This is an optimization exercise on Yosys and OpenROAD, whose aim is small area, a short achievable clock period and few clock cycles per item, not a production implementation.
Where RTL was checked, it was by simulation tests only, not by an equivalence proof against the original.
Function not checked in run 5: the RTL went through the layout flow alone.

==> flow/design.v, too long to show whole: its modules and the start of the top module <==
// module idct_fa: 10 lines
// module idct_ha: 9 lines
// module idct_core: 1008 lines
// module idct_flow_ctrl: 89 lines
// module idct8_top: 64 lines
module idct8_top #(
        parameter int ROUND_SHIFT = 7
) (
        input  logic                    clk,
        input  logic                    reset,
        input  logic                    in_req,
        input  idct_pkg::coef_vec_t     coef,
        input  logic                    out_ack,
        output logic                    in_ack,
        output logic                    out_req,
        output idct_pkg::sample_vec_t   samples
);
  // ...
==> flow/flow/run.sh <==
#!/bin/bash
set -euo pipefail
bash standard.sh "BUFFER_PORTS_ARGS=-buffer_cell sky130_fd_sc_hd__buf_2" SETUP_SLACK_MARGIN=6.0 finish > standard.log 2>&1
==> flow/standard.sh <==
#!/bin/bash
# synth_recipe.tcl (not shown) runs the flow's synth.tcl, then flattens the netlist and writes it again
# the make line also repeats each setting of config.mk as NAME=value (left out here)
make -C /OpenROAD-flow-scripts/flow DESIGN_CONFIG=/design/flow/config.mk WORK_HOME=/design/flow/orfs CLKGATE_MAP_FILE= SYNTH_SCRIPT=/design/flow/synth_recipe.tcl "${@:-finish}"
==> flow/config.mk <==
export PLATFORM = sky130hd
export DESIGN_NAME = idct8_top
export DESIGN_NICKNAME = idct8_top
export VERILOG_FILES = /design/flow/design.v
export SDC_FILE = /design/flow/constraint.sdc
export NUM_CORES = 4
export LEC_CHECK = 0
export CAP_MARGIN = 20
export CORE_MARGIN = 2
export CORE_UTILIZATION = 60
export CTS_CLUSTER_DIAMETER = 70
export CTS_CLUSTER_SIZE = 26
export SETUP_SLACK_MARGIN = 5
export SLEW_MARGIN = 20
export SYNTH_HIERARCHICAL = 1
export SYNTH_MINIMUM_KEEP_SIZE = 0
==> flow/constraint.sdc <==
create_clock -name core_clock -period 9.0 [get_ports {clk}]
set_input_delay 1.8000 -clock core_clock [delete_from_list [all_inputs] [get_ports {clk}]]
set_output_delay 1.8000 -clock core_clock [all_outputs]
set_load 0.01 [all_outputs]
==> impl_summary.log, run 1 <==
[metrics] max layer used: met4
[metrics] average via count per standard cell: just over 5
[metrics] leading cell type in the layout, fill and taps excluded: sky130_fd_sc_hd__fa_1
[metrics] Area after DPL: around 0.025 sq mm
[metrics] Leading cell kind: sequential cells
[metrics] critical setup path kind: reg -> out
[metrics] fraction of the mapped netlist area in compound gates: under 10%
[metrics] slew at the pin closest to its max-slew limit: 0.9996 ns
[metrics] antenna diode instance count: 0
[metrics] number of enable flip-flop cells after synthesis: 160
[metrics] global routing met3 resource utilization: approximately 3.3%
[metrics] GRT overflow: 0
[metrics] latest clock arrival within the worst-skew pair: roughly 0.62 ns
[metrics] total met3 wirelength after detailed routing: around 2200 um
[metrics] post-route core utilization: roughly two thirds
[metrics] number of top-level pins: around 280
[metrics] First DRT Iteration DRCs: ~480
[metrics] Total Routed Length: 45450 um
[metrics] die width: around 200 um
[metrics] required time worst endpoint: approximately 7 ns
[metrics] outcome: timing/DRC/antenna clean
[metrics] top-count cell post-synth: sky130_fd_sc_hd__fa_1
[metrics] capture point of the critical path: out_req
[metrics] cts-stage hold buffer count: 0
[metrics] GR Util met1: between 30 and 40%
[metrics] clock tree root driver cell: sky130_fd_sc_hd__clkbuf_16
[metrics] number of tap cells inserted: around 520
[metrics] global routing usage on met2: 37.74%
[metrics] layout sequential cell count: between 500 and 600
[metrics] # clock sinks: slightly above 500
[metrics] minimum setup slack in the final design: just over 6 ns
[metrics] TritonCTS buffer count: 30
[metrics] launch instance of the worst min-delay path: yp_q[7]
[metrics] cell type contributing the most total cell area after synthesis: sky130_fd_sc_hd__fa_1
[metrics] area fraction of the dominant cell type after synthesis: slightly above 30%
Testbench counts, summed over its fixed seeds: cycles 9,632, items 2,400.
==> run 2, diff against run 1 <==
==> flow/flow/run.sh (replaced) <==
#!/bin/bash
set -euo pipefail
bash standard.sh "BUFFER_PORTS_ARGS=-buffer_cell sky130_fd_sc_hd__buf_1" SETUP_SLACK_MARGIN=6.1 finish > standard.log 2>&1
==> run 2 against run 1 <==
  * Still clean
  * Via count up 0.15%
  * Maximum frequency fell by 1.9%
  * Area after synthesis is the same
  * Worst hold slack got worse by 0.0055 ns
  * Critical path depth unchanged
  * Design area decreased by 0.57%
  * Sequential cell count unchanged
  * Synthesized cell count unchanged
==> impl_summary.log, run 2 <==
[metrics] CP bufs+invs: 1
[metrics] via count of the routed design: 11900
[metrics] cts-stage hold buffer count: 0 (unchanged)
[metrics] synth top area cells: sky130_fd_sc_hd__fa_1 31%, sky130_fd_sc_hd__dfxtp_1 30%, sky130_fd_sc_hd__edfxtp_1 21%, sky130_fd_sc_hd__ha_1 4.4%, sky130_fd_sc_hd__mux2_2 3.1%
[metrics] top-count cell post-synth: sky130_fd_sc_hd__fa_1
[metrics] Critical-path top delay cell: sky130_fd_sc_hd__dfrtp_1
[metrics] number of top-level pins: 278 (unchanged)
[metrics] drt pass-1 iters: 7
[metrics] number of enable flip-flop cells after synthesis: 160 (unchanged)
[metrics] remaining number of nets flagged by the antenna check after routing: 0
[metrics] outcome: timing/DRC/antenna clean
[metrics] latest clock arrival within the worst-skew pair: 0.60 ns (-0.02 ns)
[metrics] Min Clock Period, post-route: between 3 and 4 ns
[metrics] Nets: between 2000 and 2500
[metrics] clock tree root driver cell: sky130_fd_sc_hd__clkbuf_16
[metrics] Total Routed Length: 45120 um (-0.72%)
[metrics] cell type contributing the most total cell area after synthesis: sky130_fd_sc_hd__fa_1
[metrics] Area after DPL: 0.02492 sq mm (-1.3%)
[metrics] proportion of synthesized chip area in sequential cells: ~51%
[metrics] # clock sinks: 514 (unchanged)
[metrics] average via count per standard cell: 5.176 (-0.20%)
[metrics] most frequent cells in the layout: 360 x sky130_fd_sc_hd__fa_1, 343 x sky130_fd_sc_hd__dfxtp_1, 163 x sky130_fd_sc_hd__buf_1
[metrics] registers with the most flip-flops: samples (144), idct_flow_ctrl_inst.coef_q (128)
[metrics] critical setup path kind: reg -> out
[metrics] Min Hold Slack: 0.3996 ns
[metrics] Rows: 72
[metrics] area fraction of the dominant cell type after synthesis: 30.99% (unchanged)
[metrics] Fin Setup TNS: 0 ns
[metrics] global-route wire length before repair: around 70000 um
[metrics] slew at the pin closest to its max-slew limit: 1.065 ns (+0.06579 ns)
[metrics] worst rel slew slack: a little under 30%
[metrics] Final GP Congestion: 0.8880
[metrics] count of cell types in the netlist: 57
[metrics] die area: between 0.04 and 0.05 sq mm
[metrics] TritonCTS clock tree: yes
[metrics] die width: 200.9 um (unchanged)
[metrics] max-cap viol count: 0
[metrics] vias in the first global route: around 13000
[metrics] netlist area before placement: roughly 0.023 sq mm
[metrics] routed wire length per instance: 19.62 um
[metrics] fraction of registers with async set or reset after synthesis: under 10%
[metrics] setup repair after global routing missed its margin: true
[metrics] number of input and output port buffers inserted: around 280
[metrics] effective utilization at floorplan: between 60% and 70%
[metrics] net count of the mapped netlist: 2032
[metrics] count of yosys warnings during synthesis: 9
[metrics] clock transition at the register clock pins on the worst setup and hold paths after CTS: 0.09 ns
[metrics] CP Cell Sequence: buf_2
[metrics] GRT overflow: 0 (unchanged)
[metrics] CP top delay family: flip-flops
[metrics] GRT Util Overall: 22.86%
[metrics] required time worst endpoint: 7.20 ns (about the same)
[metrics] share of post-route cells with drive strength above 1: 15.55%
[metrics] fin crit share: around a third
[metrics] most common library cells after synthesis: 360 x sky130_fd_sc_hd__fa_1, 344 x sky130_fd_sc_hd__dfxtp_1, 160 x sky130_fd_sc_hd__edfxtp_1
[metrics] worst setup path startpoint: idct_flow_ctrl_inst.in_ack
[metrics] most instantiated flip-flop cell in the synthesis netlist: sky130_fd_sc_hd__dfxtp_1
[metrics] final std cell area, no fill: around 0.026 sq mm
[metrics] max frequency: around 330 MHz
[metrics] Syn Inst Count: roughly 1500
[metrics] TritonCTS buffer count: 30 (unchanged)
[metrics] flop and latch count out of synthesis: roughly 510
[metrics] clock tree skew after final layout: about 0.013 ns
[metrics] launch instance of the worst min-delay path: ym_q[15]
[metrics] height of the die: between 200 and 250 um
[metrics] placeable core area: 0.03847 sq mm
[metrics] DRC Markers: 0
[metrics] average cell area after synthesis: between 15 and 20 sq um
[metrics] crit-path max FO: 2
[metrics] Largest register FFs: 144
[metrics] RR Startpoint: idct_core_inst.kc_q[7]
[metrics] H-Tree Level Count: 1
[metrics] layout overhead on the synthesized area: 12.74%
[metrics] crit start category: flop
[metrics] Critical Path AT: 1.21 ns
[metrics] hpwl dp: approximately 36000 um
[metrics] Clock Path Buffers: 3
[metrics] delay of the slowest cell on the worst path: around 0.45 ns
[metrics] kind of end point of the critical path: output port
[metrics] leading cell type in the layout, fill and taps excluded: sky130_fd_sc_hd__fa_1
[metrics] Slew Limit Fails: 0
[metrics] type of the most critical hold path: reg -> reg
[metrics] largest net degree at the start of global routing: slightly below 80
[metrics] Largest Register: samples
[metrics] number of failing setup endpoints in the final timing report: 0
[metrics] First DRT Iteration DRCs: 460 (-3.4%)
[metrics] number of antenna violations at the first check in global routing: 2
[metrics] Hold Violations, Final: 0
run 2: per-layer routing:
| metal | GRT usage (%) | part of all wire [%] | up-vias | wire, um |
|---|---|---|---|---|
| met5 | 0 | 0.024 | - | 11 |
| met4 | 6.402 | 2.5 | 2 | 1122 |
| met3 | 4.253 | 6.0 | 72 | 2697 |
| met2 | 36.75 | 47 | 343 | 21060 |
| met1 | 32.48 | 45 | 6011 | 20230 |
| li1 | - | - | 5476 | - |
run 2: layout make-up:
type	count	area [sq um]
timing repair buffer	288	1290
fill	2780	12250
multi-input combinational	834	10930
clock inverter	21	260.3
tap	518	648.1
sequential	514	11950
clock buffer	35	790.8
inverter	89	352.8
antenna	1	2.502
run 2: kinds of logic (layout without fill, tap and decap cells):
logic type	after synthesis	in the layout	share of synthesized area (%)
adder cells (fa/ha/maj)	441	441	35.35
AO/OA/AOI/OAI	160	162	4.299
other	0	1	0
AND/OR/NAND/NOR	137	137	2.701
buffers and inverters	113	433	2.077
XOR/XNOR	30	30	1.130
multiplexers	64	64	3.099
flip-flops	514	514	51.35
run 2: what timing repair did:
item,CTS,global route
endpoints found under the setup margin,386,153
resized for setup,13,107
gates cloned,2,2
pin swaps,1,1
setup buffers,2,4
run 2: final timing paths:
kind                                               end  slack [ns]  depth (start not counted)
setup / recovery                                in_ack        5.99                          1
hold / removal                            samples[141]        0.40                          0
setup reg to reg               idct_core_inst.o_q2[14]        6.20                          5
hold reg to reg                           samples[141]        0.40                          0
max in group asynchronous  idct_flow_ctrl_inst.wrote_2        7.48                          2
min in group asynchronous     idct_flow_ctrl_inst.have        1.20                          2
run 2: per-stage QoR:
step | util (%) | setup slack, ns | instances
final | 68.16 | 5.991 | 2300
after detailed placement | 64.77 | 4.058 | 2233
after floorplan | - | 5.609 | 1459
after global routing | 68.15 | 5.962 | 2299
after global placement | 64.77 | 4.127 | 2233
after CTS | 67.66 | 5.974 | 2293
run 2: modules after synthesis (local to each module, per instance):
module	times used	flops+latches	cell area (sq um)	cells
idct_flow_ctrl	1	141	4456	346
idct_core	1	193	6251	548
idct_ha	27	0	12.51	1
idct8_top	1	180	5045	180
idct_fa	358	0	20.02	1
==> run 3, diff against run 2 <==
==> flow/flow/run.sh (replaced) <==
#!/bin/bash
set -euo pipefail
bash standard.sh "BUFFER_PORTS_ARGS=-buffer_cell sky130_fd_sc_hd__buf_1" SETUP_SLACK_MARGIN=6.0 "CTS_ARGS=-sink_clustering_enable -repair_clock_nets -sink_clustering_size 26 -sink_clustering_max_diameter 70 -num_static_layers 1" finish > standard.log 2>&1
==> run 3 against run 2 <==
  * Still clean
  * Setup slack better by 0.061 ns
  * Maximum frequency up 2.1%
  * Design area fell by 0.70%
  * Worst hold slack got worse by 0.011 ns
  * Global-route usage rose by 0.39 points
  * Wire length increased by 0.34%
  * Sequential share of layout area grew 0.32 points
  * Critical endpoint is now samples[108]
  * Highest routed layer is now met4
==> impl_summary.log, run 3 <==
[metrics] RR Startpoint: idct_core_inst.kc_q[7]
[metrics] fraction of registers with async set or reset after synthesis: 1.946% (unchanged)
[metrics] clock transition at the register clock pins on the worst setup and hold paths after CTS: 0.10 ns (about the same)
[metrics] largest net degree at the start of global routing: 80 (+3.9%)
[metrics] cell type contributing the most total cell area after synthesis: sky130_fd_sc_hd__fa_1
[metrics] registers with the most flip-flops: samples (144), idct_flow_ctrl_inst.coef_q (128)
[metrics] GRT overflow: 0 (unchanged)
[metrics] placeable core area: 0.03847 sq mm (unchanged)
[metrics] hpwl dp: 36440 um (+2.5%)
[metrics] flop and latch count out of synthesis: 514 (unchanged)
[metrics] capture point of the critical path: samples[108]
[metrics] netlist area before placement: 0.02326 sq mm (unchanged)
[metrics] worst reg-to-reg setup slack: 6.16 ns (-0.04 ns)
[metrics] TritonCTS clock tree: yes
[metrics] number of failing setup endpoints in the final timing report: 0 (unchanged)
[metrics] launch instance of the worst min-delay path: idct_core_inst.kc_q[0]
[metrics] H-Tree Level Count: 1 (unchanged)
[metrics] clock tree root driver cell: sky130_fd_sc_hd__clkbuf_16
[metrics] Slew Limit Fails: 0 (unchanged)
[metrics] Critical-path top delay cell: sky130_fd_sc_hd__edfxtp_1
[metrics] most crowded layer after global routing: met2
[metrics] fill cell total of the finished layout: 2789 (+0.32%)
[metrics] Rows: 72 (unchanged)
[metrics] max frequency: 339.2 MHz (+2.1%)
[metrics] count of yosys warnings during synthesis: 9 (unchanged)
[metrics] critical setup path kind: reg -> out
[metrics] average via count per standard cell: 5.175 (about the same)
[metrics] clock tree skew after final layout: 0.02085 ns (+0.007628 ns)
[metrics] TritonCTS buffer count: 31 (+3.3%)
[metrics] worst rel slew slack: 28.92% (-0.056 points)
[metrics] Hold Violations, Final: 0 (unchanged)
[metrics] effective utilization at floorplan: 60.46% (unchanged)
[metrics] drt pass-1 iters: 5 (-2)
[metrics] layout overhead on the synthesized area: 11.95%
[metrics] top-count cell post-synth: sky130_fd_sc_hd__fa_1
[metrics] required time worst endpoint: 7.20 ns (about the same)
[metrics] vias in the first global route: 12780 (+1.3%)
[metrics] most instantiated flip-flop cell in the synthesis netlist: sky130_fd_sc_hd__dfxtp_1
[metrics] height of the die: 200.9 um (unchanged)
[metrics] Total Routed Length: 45280 um (+0.34%)
[metrics] number of top-level pins: 278 (unchanged)
[metrics] latest clock arrival within the worst-skew pair: 0.60 ns (about the same)
[metrics] Largest Register: samples
[metrics] Largest register FFs: 144 (unchanged)
[metrics] Syn Inst Count: 1459 (unchanged)
[metrics] Clock Path Buffers: 3 (unchanged)
[metrics] delay of the slowest cell on the worst path: 0.40 ns (-0.05 ns)
[metrics] Min Clock Period, post-route: 2.948 ns (-0.06058 ns)
[metrics] count of cell types in the netlist: 57 (unchanged)
[metrics] slew at the pin closest to its max-slew limit: 1.066 ns (+0.0008341 ns)
[metrics] crit start category: flop
[metrics] via count of the routed design: 11860 (-0.40%)
[metrics] GR Util met1: 34.13% (+1.7 points)
[metrics] global routing met3 resource utilization: 3.052% (-1.2 points)
[metrics] number of input and output port buffers inserted: 277 (unchanged)
[metrics] endpoint of the worst-slack reg-to-reg timing path: idct_core_inst.o_q2[15]
[metrics] most frequent cells in the layout: 360 x sky130_fd_sc_hd__fa_1, 343 x sky130_fd_sc_hd__dfxtp_1, 275 x sky130_fd_sc_hd__buf_1
[metrics] synth top area cells: sky130_fd_sc_hd__fa_1 31%, sky130_fd_sc_hd__dfxtp_1 30%, sky130_fd_sc_hd__edfxtp_1 21%, sky130_fd_sc_hd__ha_1 4.4%, sky130_fd_sc_hd__mux2_2 3.1%
[metrics] CP bufs+invs: 1 (unchanged)
[metrics] post-placement worst setup slack: 4.635 ns (+0.5766 ns)
[metrics] max-cap viol count: 0 (unchanged)
[metrics] routed wire length per instance: 19.76 um (+0.74%)
[metrics] Critical Path AT: 1.15 ns (-0.06 ns)
[metrics] antenna diode instance count: 0 (-1)
[metrics] average cell area after synthesis: 15.94 sq um (unchanged)
[metrics] Final GP Congestion: 0.8633 (-2.8%)
[metrics] DRC Markers: 0 (unchanged)
[metrics] area fraction of the dominant cell type after synthesis: 30.99% (unchanged)
[metrics] final instance count without filler cells: 2291 (-0.39%)
[metrics] length in cells of the worst reg-to-reg path: 5 (unchanged)
[metrics] minimum setup slack in the final design: 6.052 ns (+0.06058 ns)
[metrics] share of post-route cells with drive strength above 1: 8.742% (-6.8 points)
[metrics] setup repair after global routing missed its margin: true
[metrics] CP top delay family: flip-flops
[metrics] die area: 0.04035 sq mm (unchanged)
[metrics] remaining number of nets flagged by the antenna check after routing: 0 (unchanged)
[metrics] crit-path max FO: 1 (-1)
[metrics] global-route wire length before repair: 71040 um (+1.5%)
[metrics] global routing usage on met2: 37.83% (+1.1 points)
[metrics] number of enable flip-flop cells after synthesis: 160 (unchanged)
[metrics] CP Cell Sequence: buf_1
[metrics] fin crit share: 32.76% (-0.67 points)
[metrics] GRT Util Overall: 23.25% (+0.39 points)
[metrics] proportion of synthesized chip area in sequential cells: 51.35% (unchanged)
[metrics] kind of end point of the critical path: output port
[metrics] Post-CTS Setup Bufs: 0 (-2)
[metrics] # clock sinks: 514 (unchanged)
[metrics] worst setup path startpoint: samples[108]
[metrics] First DRT Iteration DRCs: 519 (+13%)
[metrics] Fin Setup TNS: 0 ns (unchanged)
[metrics] Nets: 2322 (-0.34%)
[metrics] leading cell type in the layout, fill and taps excluded: sky130_fd_sc_hd__fa_1
[metrics] CP Depth: 1 (unchanged)
[metrics] outcome: timing/DRC/antenna clean
[metrics] net count of the mapped netlist: 2032 (unchanged)
[metrics] die width: 200.9 um (unchanged)
[metrics] number of antenna violations at the first check in global routing: 0 (-2)
[metrics] most common library cells after synthesis: 360 x sky130_fd_sc_hd__fa_1, 344 x sky130_fd_sc_hd__dfxtp_1, 160 x sky130_fd_sc_hd__edfxtp_1
[metrics] placed cells: 2234 (+0.045%)
[metrics] type of the most critical hold path: reg -> reg
-- run 3: cell counts after synthesis --
Identical to the previous run, type by type.
-- run 3: stage by stage --
step           hold WS (ns)  cell area [sq um]  util [%]
2_1_floorplan        0.3368              23360         -
6_report             0.3889              26040     67.68
4_1_cts              0.3960              26020     67.64
5_1_grt              0.4064              26040     67.68
3_3_place_gp         0.3766              24910     64.75
3_5_place_dp         0.3697              24910     64.75
-- run 3: worst min path at each step --
| stage | endpoint | slack [ns] | cells past startpoint |
|---|---|---|---|
| finish | idct_core_inst.e_q0[0] | 0.39 | 0 |
| global route | idct_core_inst.e_q0[0] | 0.41 | 0 |
| CTS | idct_core_inst.o_q0[1] | 0.40 | 0 |
| detailed placement | idct_core_inst.e_q0[0] | 0.37 | 0 |
| global placement | idct_core_inst.e_q0[0] | 0.38 | 0 |
| floorplan | idct_core_inst.e_q0[0] | 0.34 | 0 |
-- run 3: cell type report --
cell class | instances | area, sq um | share of cell area [%]
clock buffer | 38 | 844.6 | 3.244
multi-input combinational | 832 | 10900 | 41.85
clock inverter | 19 | 247.7 | 0.9515
tap | 518 | 648.1 | 2.489
timing repair buffer | 281 | 1101 | 4.229
sequential | 514 | 11950 | 45.89
inverter | 89 | 350.3 | 1.346
-- run 3: modules after synthesis (local to each module, per instance) --
module / flops+latches / cells / area [sq um] / copies in the design
idct_ha: 0 / 1 / 12.51 / 27
idct_core: 193 / 548 / 6251 / 1
idct8_top: 180 / 180 / 5045 / 1
idct_fa: 0 / 1 / 20.02 / 358
idct_flow_ctrl: 141 / 346 / 4456 / 1
-- run 3: cell families after synthesis --
group	count (synthesis)	share of synthesized area [%]
adder cells (fa/ha/maj)	441	35.35
XOR/XNOR	30	1.130
buffers and inverters	113	2.077
multiplexers	64	3.099
AND/OR/NAND/NOR	137	2.701
flip-flops	514	51.35
AO/OA/AOI/OAI	160	4.299
-- run 3: layer usage --
layer	vias up	wire length, um
met1	6018	20830
met5	-	0
met2	322	21290
li1	5460	-
met3	56	2148
met4	0	1011
-- run 3: repair_timing --
| item | 4_1_cts | 5_1_grt |
|---|---|---|
| hold buffers | 0 | 0 |
| endpoints found under the hold margin | 0 | 0 |
| endpoints found under the setup margin | 152 | 21 |
| resized for setup | 6 | 6 |
==> run 4, diff against run 3 <==
==> flow/flow/run.sh (replaced) <==
#!/bin/bash
set -euo pipefail
bash standard.sh "BUFFER_PORTS_ARGS=-buffer_cell sky130_fd_sc_hd__buf_1" SETUP_SLACK_MARGIN=6.0 "CTS_ARGS=-sink_clustering_enable -repair_clock_nets -sink_clustering_size 26 -sink_clustering_max_diameter 70 -sink_clustering_levels 1" finish > standard.log 2>&1
==> run 4 against run 3 <==
  * Sequential cell count is the same
  * Critical path type unchanged
==> impl_summary.log, run 4 <==
[metrics] outcome: timing/DRC/antenna clean
[metrics] Final GP Congestion: 0.8633 (unchanged)
[metrics] routed wire length per instance: 19.76 um (about the same)
[metrics] length in cells of the worst reg-to-reg path: 5 (unchanged)
[metrics] global-route wire length before repair: 71030 um (about the same)
[metrics] RR Startpoint: idct_core_inst.kc_q[7]
[metrics] Min Hold Slack: 0.3897 ns (+0.0007710 ns)
[metrics] clock tree skew after final layout: 0.02295 ns (+0.002100 ns)
[metrics] endpoint of the worst-slack reg-to-reg timing path: idct_core_inst.o_q2[15]
[metrics] Largest Register: samples
[metrics] multi-input combinational cell area: 0.01090 sq mm (unchanged)
[metrics] largest net degree at the start of global routing: 80 (unchanged)
[metrics] crit-path max FO: 1 (unchanged)
[metrics] Min Clock Period, post-route: 2.945 ns (-0.003240 ns)
[metrics] Post-CTS Setup Bufs: 0 (unchanged)
[metrics] TritonCTS buffer count: 31 (unchanged)
[metrics] launch instance of the worst min-delay path: idct_core_inst.kc_q[0]
[metrics] slew at the pin closest to its max-slew limit: 1.057 ns (-0.009152 ns)
[metrics] Nets: 2322 (unchanged)
[metrics] max-cap viol count: 0 (unchanged)
[metrics] net count of the mapped netlist: 2032 (unchanged)
[metrics] registers with the most flip-flops: samples (144), idct_flow_ctrl_inst.coef_q (128)
[metrics] cts-stage hold buffer count: 0 (unchanged)
[metrics] post-route core utilization: 67.68% (about the same)
[metrics] hpwl dp: 36440 um (unchanged)
[metrics] crit start category: flop
[metrics] area fraction of the dominant cell type after synthesis: 30.99% (unchanged)
[metrics] number of input and output port buffers inserted: 277 (unchanged)
[metrics] effective utilization at floorplan: 60.46% (unchanged)
[metrics] top-count cell post-synth: sky130_fd_sc_hd__fa_1
[metrics] clock tree root driver cell: sky130_fd_sc_hd__clkbuf_16
[metrics] CP bufs+invs: 1 (unchanged)
[metrics] most instantiated flip-flop cell in the synthesis netlist: sky130_fd_sc_hd__dfxtp_1
[metrics] layout overhead on the synthesized area: 11.95% (about the same)
[metrics] via count of the routed design: 11930 (+0.59%)
[metrics] average cell area after synthesis: 15.94 sq um (unchanged)
[metrics] post-placement worst setup slack: 4.635 ns (unchanged)
[metrics] cell type contributing the most total cell area after synthesis: sky130_fd_sc_hd__fa_1
[metrics] Hold Violations, Final: 0 (unchanged)
[metrics] vias in the first global route: 12780 (unchanged)
[metrics] share of synthesized area spent on multiplexers: 3.099% (unchanged)
[metrics] placeable core area: 0.03847 sq mm (unchanged)
[metrics] fraction of the mapped netlist area in compound gates: 4.299% (unchanged)
[metrics] count of yosys warnings during synthesis: 9 (unchanged)
[metrics] number of failing setup endpoints in the final timing report: 0 (unchanged)
[metrics] # clock sinks: 514 (unchanged)
[metrics] proportion of synthesized chip area in sequential cells: 51.35% (unchanged)
[metrics] height of the die: 200.9 um (unchanged)
[metrics] drt pass-1 iters: 4 (-1)
[metrics] worst reg-to-reg setup slack: 6.16 ns (about the same)
[metrics] critical setup path kind: reg -> out
[metrics] fin crit share: 32.72% (-0.036 points)
[metrics] GRT Util Overall: 23.24% (about the same)
[metrics] Syn Inst Count: 1459 (unchanged)
[metrics] fill cell total of the finished layout: 2793 (+0.14%)
[metrics] Gates resized, CTS repair: 6 (unchanged)
[metrics] share of post-route cells with drive strength above 1: 8.686% (-0.056 points)
[metrics] GRT overflow: 0 (unchanged)
[metrics] H-Tree Level Count: 1 (unchanged)
[metrics] remaining number of nets flagged by the antenna check after routing: 0 (unchanged)
[metrics] DRC Markers: 0 (unchanged)
[metrics] fraction of registers with async set or reset after synthesis: 1.946% (unchanged)
[metrics] netlist area before placement: 0.02326 sq mm (unchanged)
[metrics] Largest register FFs: 144 (unchanged)
[metrics] average via count per standard cell: 5.206 (+0.59%)
[metrics] die area: 0.04035 sq mm (unchanged)
[metrics] number of top-level pins: 278 (unchanged)
[metrics] required time worst endpoint: 7.20 ns (about the same)
[metrics] synth top area cells: sky130_fd_sc_hd__fa_1 31%, sky130_fd_sc_hd__dfxtp_1 30%, sky130_fd_sc_hd__edfxtp_1 21%, sky130_fd_sc_hd__ha_1 4.4%, sky130_fd_sc_hd__mux2_2 3.1%
[metrics] die width: 200.9 um (unchanged)
[metrics] Critical Path AT: 1.14 ns (about the same)
[metrics] synthesized-area fraction occupied by xor and xnor cells: 1.130% (unchanged)
[metrics] First DRT Iteration DRCs: 503 (-3.1%)
[metrics] most common library cells after synthesis: 360 x sky130_fd_sc_hd__fa_1, 344 x sky130_fd_sc_hd__dfxtp_1, 160 x sky130_fd_sc_hd__edfxtp_1
[metrics] delay of the slowest cell on the worst path: 0.41 ns (about the same)
[metrics] CP top delay family: flip-flops
[metrics] CP Cell Sequence: buf_1
[metrics] worst rel slew slack: 29.53% (+0.61 points)
[metrics] minimum setup slack in the final design: 6.055 ns (+0.003240 ns)
[metrics] count of cell types in the netlist: 57 (unchanged)
[metrics] setup repair after global routing missed its margin: false
[metrics] Critical-path top delay cell: sky130_fd_sc_hd__edfxtp_1
[metrics] area used by sequential logic in the layout: 0.01195 sq mm (unchanged)
[metrics] Hold Path Cell Cnt: 0 (unchanged)
[metrics] Simple-Gate Fraction of Synth Area: 2.701% (unchanged)
[metrics] Total Routed Length: 45270 um (about the same)
[metrics] antenna diode instance count: 0 (unchanged)
[metrics] type of the most critical hold path: reg -> reg
[metrics] clock transition at the register clock pins on the worst setup and hold paths after CTS: 0.10 ns (about the same)
[metrics] leading cell type in the layout, fill and taps excluded: sky130_fd_sc_hd__fa_1
[metrics] most frequent cells in the layout: 360 x sky130_fd_sc_hd__fa_1, 343 x sky130_fd_sc_hd__dfxtp_1, 276 x sky130_fd_sc_hd__buf_1
[metrics] TritonCTS clock tree: yes
[metrics] Slew Limit Fails: 0 (unchanged)
[metrics] flop and latch count out of synthesis: 514 (unchanged)
[metrics] Rows: 72 (unchanged)
[metrics] Hold Path Sink: idct_core_inst.e_q0[0]
[metrics] latest clock arrival within the worst-skew pair: 0.60 ns (about the same)
[metrics] kind of end point of the critical path: output port
[metrics] number of enable flip-flop cells after synthesis: 160 (unchanged)
[metrics] arithmetic-cell share of the synthesized area counting full adders, half adders and majority gates: 35.35% (unchanged)
[metrics] Clock Path Buffers: 3 (unchanged)
[metrics] number of antenna violations at the first check in global routing: 0 (unchanged)
[metrics] largest family of logic cells by synthesized area: adder cells
[metrics] max frequency: 339.6 MHz (+0.11%)
[metrics] Fin Setup TNS: 0 ns (unchanged)
-- run 4: cell counts after synthesis --
No cell type changed its count.
-- run 4: cell type report --
type | count | share of cell area (%)
Clock buffer | 38 | 3.244
Clock inverter | 19 | 0.9516
Inverter | 89 | 1.346
Multi-Input combinational cell | 832 | 41.85
Sequential cell | 514 | 45.89
Tap cell | 518 | 2.489
Timing Repair Buffer | 281 | 4.224
-- run 4: per-layer routing --
metal / global-route usage [%] / up-vias / share of wire [%]
met3: 3.003 / 58 / 4.7
li1: - / 5463 / -
met5: 0 / - / 0
met4: 5.106 / 0 / 2.3
met1: 34.13 / 6070 / 46
met2: 37.83 / 335 / 47
-- run 4: worst max-delay path by stage --
stage,to,start,depth (start not counted),slack (ns)
after floorplan,samples[0],out_ack,2,5.61
after global routing,samples[37],samples[37],1,6.00
final,samples[108],samples[108],1,6.06
after detailed placement,idct_flow_ctrl_inst.coef_q[33],out_ack,6,4.63
after global placement,idct_flow_ctrl_inst.coef_q[37],out_ack,6,4.70
after CTS,samples[2],samples[2],1,6.01
-- run 4: per-module statistics from Yosys (local to each module, per instance) --
module | flip-flops and latches | cell area [sq um] | times used
idct_flow_ctrl | 141 | 4456 | 1
idct_core | 193 | 6251 | 1
idct_fa | 0 | 20.02 | 358
idct8_top | 180 | 5045 | 1
idct_ha | 0 | 12.51 | 27
-- run 4: cell families after synthesis --
logic type / count (synthesis)
xor gates and xnor gates: 30
AOI/OAI and AO/OA: 160
DFF: 514
buffers and inverters: 113
muxes: 64
adders and majority gates: 441
and+or+nand+nor: 137
-- run 4: metrics by stage --
| step | cells | area, sq um |
|---|---|---|
| 2_1_floorplan | 1459 | 23360 |
| 3_3_place_gp | 2234 | 24910 |
| 3_5_place_dp | 2234 | 24910 |
| 4_1_cts | 2291 | 26020 |
| 5_1_grt | 2291 | 26040 |
| 6_report | 2291 | 26040 |
==> module idct_flow_ctrl, before the edit <==
module idct_flow_ctrl (
        input  logic                  clk,
        input  logic                  reset,
        input  logic                  in_req,
        input  idct_pkg::coef_vec_t   coef,
        input  logic                  out_ack,
        output logic                  in_ack,
        output logic                  out_req,
        output idct_pkg::coef_vec_t   coef_q,
        output logic [1:0]            k_nx,
        output logic                  wr_01,
        output logic                  wr_2,
        output logic                  wr_3
);
        localparam int CW = idct_pkg::COEF_W;
        logic [2:0] k;
        logic busy;
        logic have;
        logic wrote_01;
        logic wrote_2;
        logic ha_q;
        logic hb_q;
        logic hold;
        logic wa_q;
        logic wb_q;
        logic capture;
        logic in_ack_nx;
        logic busy_nx;
        logic have_nx;
        logic out_req_nx;
        logic first_nx;
        assign wr_01   = wa_q || (wb_q && out_ack);
        assign wr_2    = wrote_01;
        assign wr_3    = wrote_2;
        assign hold    = ha_q || (hb_q && !out_ack);
        assign capture = in_req && !hold;
        assign in_ack_nx  = capture || (in_ack && in_req);
        assign busy_nx    = capture || (busy && !wr_01);
        assign have_nx    = wr_3 || (have && !(out_req && out_ack));
        assign out_req_nx = out_req ? !out_ack : ((have || wr_3) && !out_ack);
        assign k_nx       = capture ? 2'd0 : k[1:0] + 2'd1;
        assign first_nx   = busy_nx && ((capture ? 3'd0 : k + 3'd1) == 3'd3);
        always_ff @(posedge clk or posedge reset) begin
                if (reset) begin
                        in_ack   <= 1'b0;
                        busy     <= 1'b0;
                        have     <= 1'b0;
                        out_req  <= 1'b0;
                        wrote_01 <= 1'b0;
                        wrote_2  <= 1'b0;
                        ha_q     <= 1'b0;
                        hb_q     <= 1'b0;
                        wa_q     <= 1'b0;
                        wb_q     <= 1'b0;
                end else begin
                        in_ack   <= in_ack_nx;
                        busy     <= busy_nx;
                        have     <= have_nx;
                        out_req  <= out_req_nx;
                        wrote_01 <= wr_01;
                        wrote_2  <= wr_2;
                        ha_q     <= in_ack_nx || (busy_nx && !(first_nx && !have_nx) &&
                                                  !(first_nx && have_nx && out_req_nx));
                        hb_q     <= !in_ack_nx && busy_nx && first_nx && have_nx && out_req_nx;
                        wa_q     <= first_nx && !have_nx;
                        wb_q     <= first_nx && have_nx && out_req_nx;
                end
        end
        always_ff @(posedge clk) begin
                if (capture) begin
                        k <= 3'd0;
                end else begin
                        k <= k + 3'd1;
                end
        end
        always_ff @(posedge clk) begin
                if (!hold) begin
                        coef_q <= coef;
                end else begin
                        coef_q[CW*2 +: CW] <=  coef_q[CW*6 +: CW];
                        coef_q[CW*4 +: CW] <= ~coef_q[CW*4 +: CW];
                        coef_q[CW*6 +: CW] <= ~coef_q[CW*2 +: CW];
                        coef_q[CW*1 +: CW] <= ~coef_q[CW*3 +: CW];
                        coef_q[CW*3 +: CW] <=  coef_q[CW*7 +: CW];
                        coef_q[CW*5 +: CW] <=  coef_q[CW*1 +: CW];
                        coef_q[CW*7 +: CW] <=  coef_q[CW*5 +: CW];
                end
        end
endmodule
==> module idct8_top, before the edit <==
module idct8_top #(
        parameter int ROUND_SHIFT = 7
) (
        input  logic                    clk,
        input  logic                    reset,
        input  logic                    in_req,
        input  idct_pkg::coef_vec_t     coef,
        input  logic                    out_ack,
        output logic                    in_ack,
        output logic                    out_req,
        output idct_pkg::sample_vec_t   samples
);
        localparam int SW = idct_pkg::SAMPLE_W;
        idct_pkg::coef_vec_t coef_q;
        logic [1:0]          k_nx;
        logic                wr_01;
        logic                wr_2;
        logic                wr_3;
        logic [SW-1:0]       yp;
        logic [SW-1:0]       ym;
        logic [SW-1:0]       yp_q;
        logic [SW-1:0]       ym_q;
        idct_flow_ctrl idct_flow_ctrl_inst (
                .clk     (clk),
                .reset   (reset),
                .in_req  (in_req),
                .coef    (coef),
                .out_ack (out_ack),
                .in_ack  (in_ack),
                .out_req (out_req),
                .coef_q  (coef_q),
                .k_nx    (k_nx),
                .wr_01   (wr_01),
                .wr_2    (wr_2),
                .wr_3    (wr_3)
        );
        idct_core idct_core_inst (
                .clk    (clk),
                .coef_q (coef_q),
                .k_nx   (k_nx),
                .yp     (yp),
                .ym     (ym)
        );
        always_ff @(posedge clk) begin
                yp_q <= yp;
                ym_q <= ym;
        end
        always_ff @(posedge clk) begin
                if (wr_01) begin
                        samples[SW*0 +: SW] <= yp_q;
                        samples[SW*7 +: SW] <= ym_q;
                        samples[SW*2 +: SW] <= yp;
                        samples[SW*5 +: SW] <= ym;
                end
                if (wr_2) begin
                        samples[SW*3 +: SW] <= yp;
                        samples[SW*4 +: SW] <= ym;
                end
                if (wr_3) begin
                        samples[SW*1 +: SW] <= yp;
                        samples[SW*6 +: SW] <= ym;
                end
        end
endmodule
==> run 5, diff against run 4 <==
--- a/flow/design.v
+++ b/flow/design.v
@@ -1056,7 +1056,7 @@
         output logic                  out_req,
         output idct_pkg::coef_vec_t   coef_q,
         output logic [1:0]            k_nx,
-        output logic                  wr_01,
+        output logic [3:0]            wr_01,
         output logic                  wr_2,
         output logic                  wr_3
 );
@@ -1068,7 +1068,8 @@
         logic wrote_2;
         logic ha_q;
         logic hb_q;
-        logic hold;
+        logic [3:0] hold;
+        logic hold_cap;
         logic wa_q;
         logic wb_q;
         logic capture;
@@ -1077,13 +1078,18 @@
         logic have_nx;
         logic out_req_nx;
         logic first_nx;
-        assign wr_01   = wa_q || (wb_q && out_ack);
+        for (genvar i = 0; i < 4; i++) begin : g_wr
+                idct_late_or u_wr (.a(wa_q), .b(wb_q), .c(out_ack), .y(wr_01[i]));
+        end
+        for (genvar i = 0; i < 4; i++) begin : g_hold
+                idct_late_or u_hold (.a(ha_q), .b(hb_q), .c(!out_ack), .y(hold[i]));
+        end
+        idct_late_or u_hold_cap (.a(ha_q), .b(hb_q), .c(!out_ack), .y(hold_cap));
         assign wr_2    = wrote_01;
         assign wr_3    = wrote_2;
-        assign hold    = ha_q || (hb_q && !out_ack);
-        assign capture = in_req && !hold;
+        assign capture = in_req && !hold_cap;
         assign in_ack_nx  = capture || (in_ack && in_req);
-        assign busy_nx    = capture || (busy && !wr_01);
+        assign busy_nx    = capture || (busy && !wr_01[0]);
         assign have_nx    = wr_3 || (have && !(out_req && out_ack));
         assign out_req_nx = out_req ? !out_ack : ((have || wr_3) && !out_ack);
         assign k_nx       = capture ? 2'd0 : k[1:0] + 2'd1;
@@ -1105,7 +1111,7 @@
                         busy     <= busy_nx;
                         have     <= have_nx;
                         out_req  <= out_req_nx;
-                        wrote_01 <= wr_01;
+                        wrote_01 <= wr_01[0];
                         wrote_2  <= wr_2;
                         ha_q     <= in_ack_nx || (busy_nx && !(first_nx && !have_nx) &&
                                                   !(first_nx && have_nx && out_req_nx));
@@ -1122,19 +1128,39 @@
                 end
         end
         always_ff @(posedge clk) begin
-                if (!hold) begin
-                        coef_q <= coef;
+                if (!hold[0]) begin
+                        coef_q[CW*0 +: 2*CW] <= coef[CW*0 +: 2*CW];
                 end else begin
-                        coef_q[CW*2 +: CW] <=  coef_q[CW*6 +: CW];
-                        coef_q[CW*4 +: CW] <= ~coef_q[CW*4 +: CW];
-                        coef_q[CW*6 +: CW] <= ~coef_q[CW*2 +: CW];
                         coef_q[CW*1 +: CW] <= ~coef_q[CW*3 +: CW];
+                end
+                if (!hold[1]) begin
+                        coef_q[CW*2 +: 2*CW] <= coef[CW*2 +: 2*CW];
+                end else begin
+                        coef_q[CW*2 +: CW] <=  coef_q[CW*6 +: CW];
                         coef_q[CW*3 +: CW] <=  coef_q[CW*7 +: CW];
+                end
+                if (!hold[2]) begin
+                        coef_q[CW*4 +: 2*CW] <= coef[CW*4 +: 2*CW];
+                end else begin
+                        coef_q[CW*4 +: CW] <= ~coef_q[CW*4 +: CW];
                         coef_q[CW*5 +: CW] <=  coef_q[CW*1 +: CW];
+                end
+                if (!hold[3]) begin
+                        coef_q[CW*6 +: 2*CW] <= coef[CW*6 +: 2*CW];
+                end else begin
+                        coef_q[CW*6 +: CW] <= ~coef_q[CW*2 +: CW];
                         coef_q[CW*7 +: CW] <=  coef_q[CW*5 +: CW];
                 end
         end
 endmodule
+module idct_late_or (
+        input  logic a,
+        input  logic b,
+        input  logic c,
+        output logic y
+);
+        assign y = a || (b && c);
+endmodule
 `timescale 1ns/1ps
 module idct8_top #(
         parameter int ROUND_SHIFT = 7
@@ -1151,7 +1177,7 @@
         localparam int SW = idct_pkg::SAMPLE_W;
         idct_pkg::coef_vec_t coef_q;
         logic [1:0]          k_nx;
-        logic                wr_01;
+        logic [3:0]          wr_01;
         logic                wr_2;
         logic                wr_3;
         logic [SW-1:0]       yp;
@@ -1184,12 +1210,10 @@
                 ym_q <= ym;
         end
         always_ff @(posedge clk) begin
-                if (wr_01) begin
-                        samples[SW*0 +: SW] <= yp_q;
-                        samples[SW*7 +: SW] <= ym_q;
-                        samples[SW*2 +: SW] <= yp;
-                        samples[SW*5 +: SW] <= ym;
-                end
+                if (wr_01[0]) samples[SW*0 +: SW] <= yp_q;
+                if (wr_01[1]) samples[SW*7 +: SW] <= ym_q;
+                if (wr_01[2]) samples[SW*2 +: SW] <= yp;
+                if (wr_01[3]) samples[SW*5 +: SW] <= ym;
                 if (wr_2) begin
                         samples[SW*3 +: SW] <= yp;
                         samples[SW*4 +: SW] <= ym;
==> flow/flow/run.sh (replaced) <==
#!/bin/bash
set -euo pipefail
bash standard.sh "BUFFER_PORTS_ARGS=-buffer_cell sky130_fd_sc_hd__buf_1" SETUP_SLACK_MARGIN=6.0 finish > standard.log 2>&1
==> run 5 against run 4 <==
  * Clock skew is 0.0048 ns higher
  * Sequential cell count unchanged
  * Wire length grew 1.8%
  * Register-to-register slack worse by 0.06 ns
  * Maximum frequency fell by 0.91%
  * Area after synthesis up 0.88%
  * Setup slack worse by 0.027 ns
==> impl_summary.log, run 5 <==
[metrics] outcome: timing/DRC/antenna clean
[metrics] max frequency: 336.5 MHz (-0.91%)
[metrics] clock tree skew after final layout: 0.02772 ns (+0.004771 ns)
[metrics] GRT Util Overall: 23.69% (+0.45 points)
[metrics] H-Tree Level Count: 1 (unchanged)
[metrics] GRT overflow: 0 (unchanged)
[metrics] placed cells: 2245 (+0.49%)
[metrics] synthesized-area fraction occupied by xor and xnor cells: 1.152% (+0.022 points)
[metrics] max-cap viol count: 0 (unchanged)
[metrics] arithmetic-cell share of the synthesized area counting full adders, half adders and majority gates: 35.04% (-0.31 points)
[metrics] setup repair after global routing missed its margin: true
[metrics] Nets: 2334 (+0.52%)
[metrics] fin crit share: 33.02% (+0.30 points)
[metrics] latest clock arrival within the worst-skew pair: 0.61 ns (about the same)
[metrics] CP top delay family: flip-flops
[metrics] proportion of synthesized chip area in sequential cells: 50.90% (-0.45 points)
[metrics] net count of the mapped netlist: 2039 (+0.34%)
[metrics] Final GP Congestion: 0.8625 (about the same)
[metrics] remaining number of nets flagged by the antenna check after routing: 0 (unchanged)
[metrics] # clock sinks: 514 (unchanged)
[metrics] type of the most critical hold path: reg -> reg
[metrics] number of top-level pins: 278 (unchanged)
[metrics] most common library cells after synthesis: 360 x sky130_fd_sc_hd__fa_1, 344 x sky130_fd_sc_hd__dfxtp_1, 160 x sky130_fd_sc_hd__edfxtp_1
[metrics] Fin Setup TNS: 0 ns (unchanged)
[metrics] kind of end point of the critical path: output port
[metrics] registers with the most flip-flops: samples (144), idct_flow_ctrl_inst.coef_q (128)
[metrics] drt pass-1 iters: 5 (+1)
[metrics] length in cells of the worst reg-to-reg path: 6 (+1)
[metrics] share of post-route cells with drive strength above 1: 8.969% (+0.28 points)
[metrics] clock transition at the register clock pins on the worst setup and hold paths after CTS: 0.10 ns (about the same)
[metrics] Critical-path top delay cell: sky130_fd_sc_hd__edfxtp_1
[metrics] Slew Limit Fails: 0 (unchanged)
[metrics] Total Routed Length: 46100 um (+1.8%)
[metrics] CP Depth: 1 (unchanged)
[metrics] fraction of the mapped netlist area in compound gates: 3.669% (-0.63 points)
[metrics] TritonCTS buffer count: 29 (-6.5%)
[metrics] placeable core area: 0.03865 sq mm (+0.47%)
[metrics] routed wire length per instance: 20.02 um (+1.3%)
[metrics] most frequent cells in the layout: 359 x sky130_fd_sc_hd__fa_1, 344 x sky130_fd_sc_hd__dfxtp_1, 261 x sky130_fd_sc_hd__buf_1
[metrics] average cell area after synthesis: 16.00 sq um (+0.40%)
[metrics] Rows: 72 (unchanged)
[metrics] most instantiated flip-flop cell in the synthesis netlist: sky130_fd_sc_hd__dfxtp_1
[metrics] average via count per standard cell: 5.150 (-1.1%)
[metrics] Critical Path AT: 1.17 ns (+0.03 ns)
[metrics] fraction of registers with async set or reset after synthesis: 1.946% (unchanged)
[metrics] netlist area before placement: 0.02346 sq mm (+0.88%)
[metrics] largest net degree at the start of global routing: 49 (-39%)
[metrics] via count of the routed design: 11860 (-0.59%)
[metrics] share of synthesized area spent on multiplexers: 4.437% (+1.3 points)
[metrics] critical setup path kind: reg -> out
[metrics] hpwl dp: 37460 um (+2.8%)
[metrics] die area: 0.04070 sq mm (+0.86%)
[metrics] number of antenna violations at the first check in global routing: 0 (unchanged)
[metrics] largest family of logic cells by synthesized area: adder cells
[metrics] crit-path max FO: 1 (unchanged)
[metrics] antenna diode instance count: 0 (unchanged)
[metrics] post-route core utilization: 67.61% (-0.076 points)
[metrics] Largest register FFs: 144 (unchanged)
[metrics] top-count cell post-synth: sky130_fd_sc_hd__fa_1
[metrics] minimum setup slack in the final design: 6.028 ns (-0.02698 ns)
[metrics] height of the die: 201.7 um (+0.43%)
[metrics] slew at the pin closest to its max-slew limit: 0.8664 ns (-0.1907 ns)
[metrics] leading cell type in the layout, fill and taps excluded: sky130_fd_sc_hd__fa_1
[metrics] worst rel slew slack: 42.24% (+13 points)
[metrics] count of cell types in the netlist: 61 (+7.0%)
[metrics] Min Clock Period, post-route: 2.972 ns (+0.02698 ns)
[metrics] DRC Markers: 0 (unchanged)
[metrics] number of failing setup endpoints in the final timing report: 0 (unchanged)
[metrics] required time worst endpoint: 7.20 ns (about the same)
[metrics] Hold Path Cell Cnt: 0 (unchanged)
[metrics] vias in the first global route: 12910 (+1.0%)
[metrics] CP Cell Sequence: clkbuf_2
[metrics] die width: 201.7 um (+0.43%)
[metrics] clock tree root driver cell: sky130_fd_sc_hd__clkbuf_16
[metrics] synth top area cells: sky130_fd_sc_hd__fa_1 31%, sky130_fd_sc_hd__dfxtp_1 29%, sky130_fd_sc_hd__edfxtp_1 20%, sky130_fd_sc_hd__ha_1 4.3%, sky130_fd_sc_hd__mux2_2 3.0%
[metrics] count of yosys warnings during synthesis: 9 (unchanged)
[metrics] First DRT Iteration DRCs: 617 (+23%)
[metrics] number of enable flip-flop cells after synthesis: 160 (unchanged)
[metrics] Simple-Gate Fraction of Synth Area: 2.347% (-0.35 points)
[metrics] Clock Path Buffers: 3 (unchanged)
[metrics] cell type contributing the most total cell area after synthesis: sky130_fd_sc_hd__fa_1
[metrics] CP bufs+invs: 1 (unchanged)
[metrics] Syn Inst Count: 1466 (+0.48%)
[metrics] post-placement worst setup slack: 5.214 ns (+0.5791 ns)
[metrics] layout overhead on the synthesized area: 11.37%
[metrics] Hold Violations, Final: 0 (unchanged)
[metrics] flop and latch count out of synthesis: 514 (unchanged)
[metrics] crit start category: flop
[metrics] TritonCTS clock tree: yes
[metrics] global-route wire length before repair: 72820 um (+2.5%)
[metrics] effective utilization at floorplan: 60.70% (+0.25 points)
[metrics] delay of the slowest cell on the worst path: 0.41 ns (about the same)
[metrics] area fraction of the dominant cell type after synthesis: 30.72% (-0.27 points)
[metrics] number of input and output port buffers inserted: 277 (unchanged)
[metrics] final instance count without filler cells: 2302 (+0.48%)
[metrics] Largest Register: samples
==> run 5: per-stage QoR <==
step                hold slack, ns  instance area (sq um)
global placement            0.3646                  25080
CTS                         0.3889                  26090
global route                0.4004                  26130
finish                      0.3903                  26130
floorplan                   0.3368                  23470
detailed placement          0.3624                  25080
==> run 5: kinds of logic after synthesis <==
kind of cell	Yosys count
DFF	514
adders and majority gates	441
buffers and inverters	143
AOI/OAI and AO/OA	131
and+or+nand+nor	111
muxes	96
xor gates and xnor gates	30
==> run 5: worst paths after layout <==
check / from / endpoint / slack (ns)
worst min register to register: idct_flow_ctrl_inst.wrote_01 / idct_flow_ctrl_inst.wrote_2 / 0.39
worst max register to register: idct_core_inst.kc_q[7] / idct_core_inst.o_q2[14] / 6.10
min in group asynchronous: reset / idct_flow_ctrl_inst.out_req / 1.12
worst min-delay path: idct_flow_ctrl_inst.wrote_01 / idct_flow_ctrl_inst.wrote_2 / 0.39
worst max-delay path: samples[127] / samples[127] / 6.03
max in group asynchronous: reset / idct_flow_ctrl_inst.wa_q / 7.58
==> run 5: area by class of cell <==
class / count / area, sq um
Clock inverter: 18 / 224.0
Sequential cell: 514 / 11940
Timing Repair Buffer: 285 / 1130
Fill cell: 2823 / 12520
Tap cell: 518 / 648.1
Multi-Input combinational cell: 809 / 10970
Inverter: 122 / 457.9
Clock buffer: 36 / 752.0
==> run 5: per-layer routing <==
layer / track usage (%) / part of all wire (%)
met5: 0 / 0
met2: 38.45 / 47
met4: 4.386 / 1.7
met1: 34.97 / 46
met3: 3.450 / 4.9
==> run 5: Yosys stat by module (local to each module, per instance) <==
module | area, sq um | times used | cells inside | flops+latches
idct8_top | 5045 | 1 | 180 | 180
idct_late_or | 7.507 | 9 | 1 | 0
idct_core | 6251 | 1 | 548 | 193
idct_flow_ctrl | 4592 | 1 | 344 | 141
idct_ha | 12.51 | 27 | 1 | 0
idct_fa | 20.02 | 358 | 1 | 0
==> run 5: repair_timing <==
action / in CTS / in global routing
gates cloned: 0 / 0
endpoints found under the setup margin: 36 / 31
gates resized for setup: 3 / 20
hold buffers: 0 / 0
buffers inserted: 2 / 1

-- re-timing with driven ports --
Ports are ideal in the flow. The routed layouts listed here were re-timed in OpenROAD.
Step 1 (the two cells are an assumption about what drives the block):
set clk [get_ports {clk}]
set_driving_cell -lib_cell sky130_fd_sc_hd__clkbuf_16 $clk
set_driving_cell -lib_cell sky130_fd_sc_hd__buf_2 [delete_from_list [all_inputs] $clk]
Step 2 moves the port delays by t, midway between the first and last clock arrival at a register: inputs arrive t later, outputs are due t later. That takes back most of the time a late clock gives input paths.
a / b / c = no drivers / after step 1 / after step 2; a / b = the first two.
| run | shift t [ns] | setup slack, ns | worst setup path at the end | clock arrival spread, ns |
|---|---|---|---|---|
| run 1 | 0.659 | 6.048 / 5.989 / 5.562 | input to register | 0.031 / 0.031 |
| run 2 | 0.647 | 5.991 / 5.936 / 5.494 | input to register | 0.015 / 0.015 |
| run 3 | 0.647 | 6.052 / 5.993 / 5.497 | input to register | 0.025 / 0.025 |
| run 4 | 0.645 | 6.055 / 5.997 / 5.483 | input to register | 0.027 / 0.027 |
| run 5 | 0.658 | 6.028 / 5.969 / 5.504 | input to register | 0.028 / 0.028 |
After both steps every run listed still meets setup and hold. For run 4, which loses most, drivers alone change the setup slack by -0.058 ns; drivers and shift together by -0.572 ns.
